What follows belongs to an exercise in optimizing a design on an open flow for small area and a short achievable clock period; a production flow would make more cautious choices. In this exercise RTL edits were held to simulation tests only and were not proved equivalent to the original. Power and IR drop assume default switching activity.

--- flow/run.sh ---
#!/bin/bash
# synth_recipe.tcl (not shown) runs the flow's synth.tcl, then flattens the netlist and writes it again
# the make line also repeats each setting of config.mk as NAME=value (left out here)
make -C /OpenROAD-flow-scripts/flow DESIGN_CONFIG=/design/flow/config.mk WORK_HOME=/design/flow/orfs CLKGATE_MAP_FILE= SYNTH_SCRIPT=/design/flow/synth_recipe.tcl finish
--- flow/config.mk ---
export PLATFORM = sky130hd
export DESIGN_NAME = d_mem_responder
export DESIGN_NICKNAME = d_mem_responder
export VERILOG_FILES = /design/flow/design.v
export SDC_FILE = /design/flow/constraint.sdc
export NUM_CORES = 4
export LEC_CHECK = 0
export CAP_MARGIN = 20
export CORE_MARGIN = 2
export CORE_UTILIZATION = 40
export SLEW_MARGIN = 20
--- flow/constraint.sdc ---
create_clock -name core_clock -period 4.0 [get_ports {clock}]
set_input_delay 0.8000 -clock core_clock [delete_from_list [all_inputs] [get_ports {clock}]]
set_output_delay 0.8000 -clock core_clock [all_outputs]
set_load 0.01 [all_outputs]
--- flow/design.v ---
module d_mem_responder #(
   parameter int unsigned DEPTH       = 64,
   parameter int unsigned WAIT_CYCLES = 2
) (
   input  logic        clock,
   input  logic        reset,
   input  logic        req_valid,
   output logic        req_ready,
   input  logic        req_we,
   input  logic [31:0] req_addr,
   input  logic [31:0] req_wdata,
   output logic        rsp_valid,
   input  logic        rsp_ready,
   output logic [31:0] rsp_rdata,
   output logic        rsp_err,
   output logic        busy
);
   localparam int unsigned AW = $clog2(DEPTH);
   typedef enum logic [1:0] {
      StIdle,
      StWait,
      StResp
   } state_e;
   state_e         state_q, state_d;
   logic [3:0]     cnt_q, cnt_d;
   logic           we_q, we_d;
   logic [AW-1:0]  idx_q, idx_d;
   logic [31:0]    wdata_q, wdata_d;
   logic           mis_q, mis_d;
   logic [31:0]    rdata_q, rdata_d;
   logic           err_q, err_d;
   logic [31:0]    mem_q [DEPTH];
   logic           req_mis;
   logic           accept;
   logic           access;
   logic           mem_we;
   logic           unused_addr;
   assign unused_addr = ^{req_addr[31:AW+2], req_addr[1:0]};
   assign req_mis = |req_addr[1:0];
   assign accept = req_valid && (state_q == StIdle);
   assign access = (state_q == StWait) && (cnt_q == 4'd0);
   assign mem_we = access && we_q && !mis_q;
   always_comb begin
      state_d = state_q;
      cnt_d   = cnt_q;
      we_d    = we_q;
      idx_d   = idx_q;
      wdata_d = wdata_q;
      mis_d   = mis_q;
      rdata_d = rdata_q;
      err_d   = err_q;
      unique case (state_q)
         StIdle: begin
            if (accept) begin
               we_d    = req_we;
               idx_d   = req_addr[AW+1:2];
               wdata_d = req_wdata;
               mis_d   = req_mis;
               cnt_d   = 4'(WAIT_CYCLES);
               state_d = StWait;
            end
         end
         StWait: begin
            if (cnt_q != 4'd0) begin
               cnt_d = cnt_q - 4'd1;
            end else begin
               state_d = StResp;
               if (mis_q) begin
                  rdata_d = 32'd0;
                  err_d   = 1'b1;
               end else if (we_q) begin
                  rdata_d = wdata_q;
                  err_d   = 1'b0;
               end else begin
                  rdata_d = mem_q[idx_q];
                  err_d   = 1'b0;
               end
            end
         end
         StResp: begin
            if (rsp_ready) begin
               state_d = StIdle;
            end
         end
         default: begin
            state_d = StIdle;
         end
      endcase
   end
   always_ff @(posedge clock or posedge reset) begin
      if (reset) begin
         state_q <= StIdle;
         cnt_q   <= 4'd0;
         we_q    <= 1'b0;
         idx_q   <= '0;
         wdata_q <= 32'd0;
         mis_q   <= 1'b0;
         rdata_q <= 32'd0;
         err_q   <= 1'b0;
      end else begin
         state_q <= state_d;
         cnt_q   <= cnt_d;
         we_q    <= we_d;
         idx_q   <= idx_d;
         wdata_q <= wdata_d;
         mis_q   <= mis_d;
         rdata_q <= rdata_d;
         err_q   <= err_d;
      end
   end
   always_ff @(posedge clock) begin
      if (mem_we) begin
         mem_q[idx_q] <= wdata_q;
      end
   end
   assign req_ready = (state_q == StIdle) && !reset;
   assign rsp_valid = (state_q == StResp);
   assign rsp_rdata = rdata_q;
   assign rsp_err   = err_q;
   assign busy      = (state_q != StIdle);
endmodule
==> metrics.yaml <==
outcome: "no timing/DRC/antenna violations"
drc_errors: 0
antenna_found_initial: 7
yosysWarnings: 1
cp_top_family: "simple AND/OR/NAND/NOR gates"
synthAdderAreaFrac_pct: 0.0152
path_max_fanout: 32
switching_power_mw: 26.9
drt-initial-drc-count: 7525
finalWirelength_microns: 273000
cp-start-kind: "flip-flop"
ir_drop_v: 0.000566
synth_fp_nets: 4636
grt_max_degree: 67
ys_ff_latch: 2127
crit_path_cell_trace: "nor2b_4 -> buf_4 -> a22o_1 -> a211oi_1 -> buf_4 -> o22ai_1 -> nor4b_1 -> a41oi_1"
crit_required_ps: 4710
critical_path_depth: 8
max_freq_mhz: 275
synth_async_sr_flop_share_pct: 3.71
end_kind: "flip-flop"
grt_pass1_wl_microns: 376000
synthMuxAreaShare_pct: 8.38
pwr-share-seq_pct: 41.7
grt_pass1_vias: 46100
syn_to_final_growth_pct: 16.3
power_frac_clock_pct: 26.0
cts_buffer_depth: 3
reg2regPathDepth: 8
maxCapViolCount: 0
synthSimpleGateAreaFrac_pct: 2.87
h-tree-depth: 4
synth_top_family_by_area: "compound AO/OA/AOI/OAI gates"
grt-ovfl-total: 0
cts_tree: "yes"
rows: 166
worstHoldEndpoint: "wdata_q[8]"
fin_util_pct: 46.8
p_sw_share_pct: 36.8
slowest_stage: "dfrtp_4"
track_usage_pct: 25.7
clock_sinks: 2127
start_util_pct: 40.2
synth_edf_count: 2048
fin_crit_ps: 3640
final_max_slew_viol_count: 0
wl_per_cell_microns: 35.1
nets: 4977
clockRootBuffer: "clkbuf_16"
hp-start: "req_wdata[8]"
place_area_sq_um: 89100
max_slew_margin_pct: 21.2
hold_ws_ps: 447
p_per_area_nw_per_um2: 765
core-area_sq_um: 204000
die_w_microns: 457
seq_area_frac_synth_pct: 77.2
critical_path_arrival_ps: 4350
hpwl_microns: 166000
instances_no_fill: 7773
postCtsSetupBuffers: 0
p_int_mw: 46.2
worst_pin_slew_ps: 1180
finish.instance_area_sq_um: 95600
firstDrtPassIters: 9
finalSetupTns_ps: 0
finClkSkew_ps: 36.0
crit_type: "reg -> reg"
synth_compound_area_share_pct: 9.39
rrSetupSlack_ps: 360
reg2reg_from: "idx_q[1]"
numCtsBuffers: 206
drive_gt1_share_pct: 21.2
boundaryPins: 105
cp_num_buf_inv: 2
rr_endpoint: "rdata_q[9]"
syn_inst: 4566
finalWeightedCongestion: 0.885
num_vias: 48800
dieArea_sq_um: 209000
comb_power_share_pct: 32.3
fin_crit_sh_pct: 90.9
route.antenna.remaining_nets: 0
rsz0062_at_grt: "false"
finalSetupViolations: 0
hold_path.class: "in -> reg"
hold_violations: 0
clkLatencyLatePin_ps: 880
final_common_cell: "edfxtp_1"
cpMostUsedCell: "buf_4"
hold_depth: 3
clk_pin_slew_ps: 60
syn_avg_cell_area_sq_um: 18.0
synthDistinctLibCells: 78
vias_per_cell: 6.28
dp_cells: 7387
synthXorXnorAreaFrac_pct: 0.0213
synth_area_sq_um: 82200
port-buffer-count: 80
cts_hold_buf: 0
cpPeakStageDelay_ps: 1000
final_cell_mix: "edfxtp_1, buf_4, nand2_1"
ys.flop_type: "edfxtp_1"
power.leakage_nw: 30.7
post_cts_resized: 0
die_h_microns: 457
## worst reg2reg max path: stages, from the launching register on
cell and delay, ps:
dfrtp_4 1000, nor2b_4 420, buf_4 340, a22o_1 190, a211oi_1 310, buf_4 230
o22ai_1 100, nor4b_1 680, a41oi_1 220
## power by group through the flow
stage	sequential, mW	combinational [mW]	clock (mW)
finish	30.5	23.6	19.0
global route	30.5	24.3	20.0
CTS	30.4	23.0	19.2
detailed placement	30.9	23.0	0
global placement	30.8	22.7	0
floorplan	30.0	11.5	0
## logic make-up (layout without fill, tap and decap cells)
logic type,after synthesis,after routing
flops,2127,2127
compound gates,1050,1050
simple gates,546,546
mux,506,506
buf+inv,334,849
xor+xnor,2,2
fa+ha+maj,1,1
other cells,0,4
## worst max-delay path by stage
stage	startpoint	to	slack, ps
global route	idx_q[2]	rdata_q[10]	240
CTS	idx_q[2]	rdata_q[10]	490
global placement	idx_q[2]	rdata_q[10]	490
floorplan	cnt_q[0]	mem_q[13][0]	460
detailed placement	idx_q[2]	rdata_q[10]	500
finish	idx_q[1]	rdata_q[9]	360
## synth_stat cells (all sizes together) (7+ instances only)
| cell | n | area share [%] |
|---|---|---|
| a41oi | 10 | 0.11 |
| nand2 | 247 | 1.1 |
| a21boi | 11 | 0.10 |
| a222oi | 11 | 0.13 |
| a32oi | 18 | 0.19 |
| mux2i | 220 | 2.7 |
| o31a | 7 | 0.075 |
| nor2b | 7 | 0.053 |
| a221oi | 195 | 2.1 |
| edfxtp | 2048 | 75 |
| dfrtp | 79 | 2.4 |
| inv | 11 | 0.050 |
| a221o | 43 | 0.52 |
| o2bb2ai | 16 | 0.17 |
| o22ai | 69 | 0.53 |
| nand3 | 32 | 0.19 |
| nand2b | 7 | 0.053 |
| o221ai | 14 | 0.15 |
| a22oi | 193 | 1.8 |
| a21oi | 139 | 0.85 |
| buf | 215 | 1.5 |
| a22o | 62 | 0.66 |
| o211ai | 10 | 0.091 |
| a211oi | 21 | 0.19 |
| nor2 | 176 | 0.81 |
| o22a | 20 | 0.21 |
| clkbuf | 108 | 0.49 |
| mux4 | 130 | 3.6 |
| o21ai | 146 | 0.89 |
| nor3 | 21 | 0.13 |
| and3 | 8 | 0.061 |
| mux2 | 156 | 2.1 |
| a31oi | 15 | 0.11 |
## registers in the layout, summed over array words and instances, names as in the netlist
name and cells:
rdata_q 32, state_q 2, idx_q 6, mem_q 2048
we_q 1, wdata_q 32, err_q 1, cnt_q 4
mis_q 1
## layer usage
layer  vias up  share of wire (%)  wire length (microns)  GRT usage, %
li1      19500                  -                      -             -
met1     25600                 38                 104000          34.9
met2      3212                 46                 125000          39.6
met3       573                 12                  31500          6.37
met4         0                4.4                  12100          10.2
met5         -                  0                      0             0
## final cells by class
class	instances	area, sq um
multi-input combinational	2105	17600
fill	17200	109000
inverter	11	56.3
timing repair buffer	456	4540
antenna	4	10.0
tap	2688	3360
clock inverter	107	1010
sequential	2127	63500
clock buffer	275	5510
## through the flow
step,total power [mW],setup WS (ps)
floorplan,41.5,459
global placement,53.5,489
detailed placement,53.9,505
CTS,72.6,489
global route,74.8,238
finish,73.2,364

-- afterwards: timing with drivers on the ports --
How much do the figures lean on ideal ports? The routed layout below was timed once more, with nothing changed but the port constraints. Step 1 (the two cells are an assumption about what drives the block):
set clk [get_ports {clock}]
set_driving_cell -lib_cell sky130_fd_sc_hd__clkbuf_16 $clk
set_driving_cell -lib_cell sky130_fd_sc_hd__buf_2 [delete_from_list [all_inputs] $clk]
Step 2 times the ports against the registers' clock, not the clock port: input delays grow and output delays shrink by t, the midpoint of the rising clock arrivals with the driver on. Three values: no drivers, after step 1, after step 2; two values: the first two.
t, ns: 0.954
setup WS [ns]: 0.364 / 0.364 / 0.364
worst setup path at the end: register to register
worst slew at a driven data input, ns: 0.05
cell pins on the clock port's net: 1
After both steps setup and hold are still met in this run. The setup slack of this run moves by 0.000 ns with the drivers and by 0.000 ns with both steps.
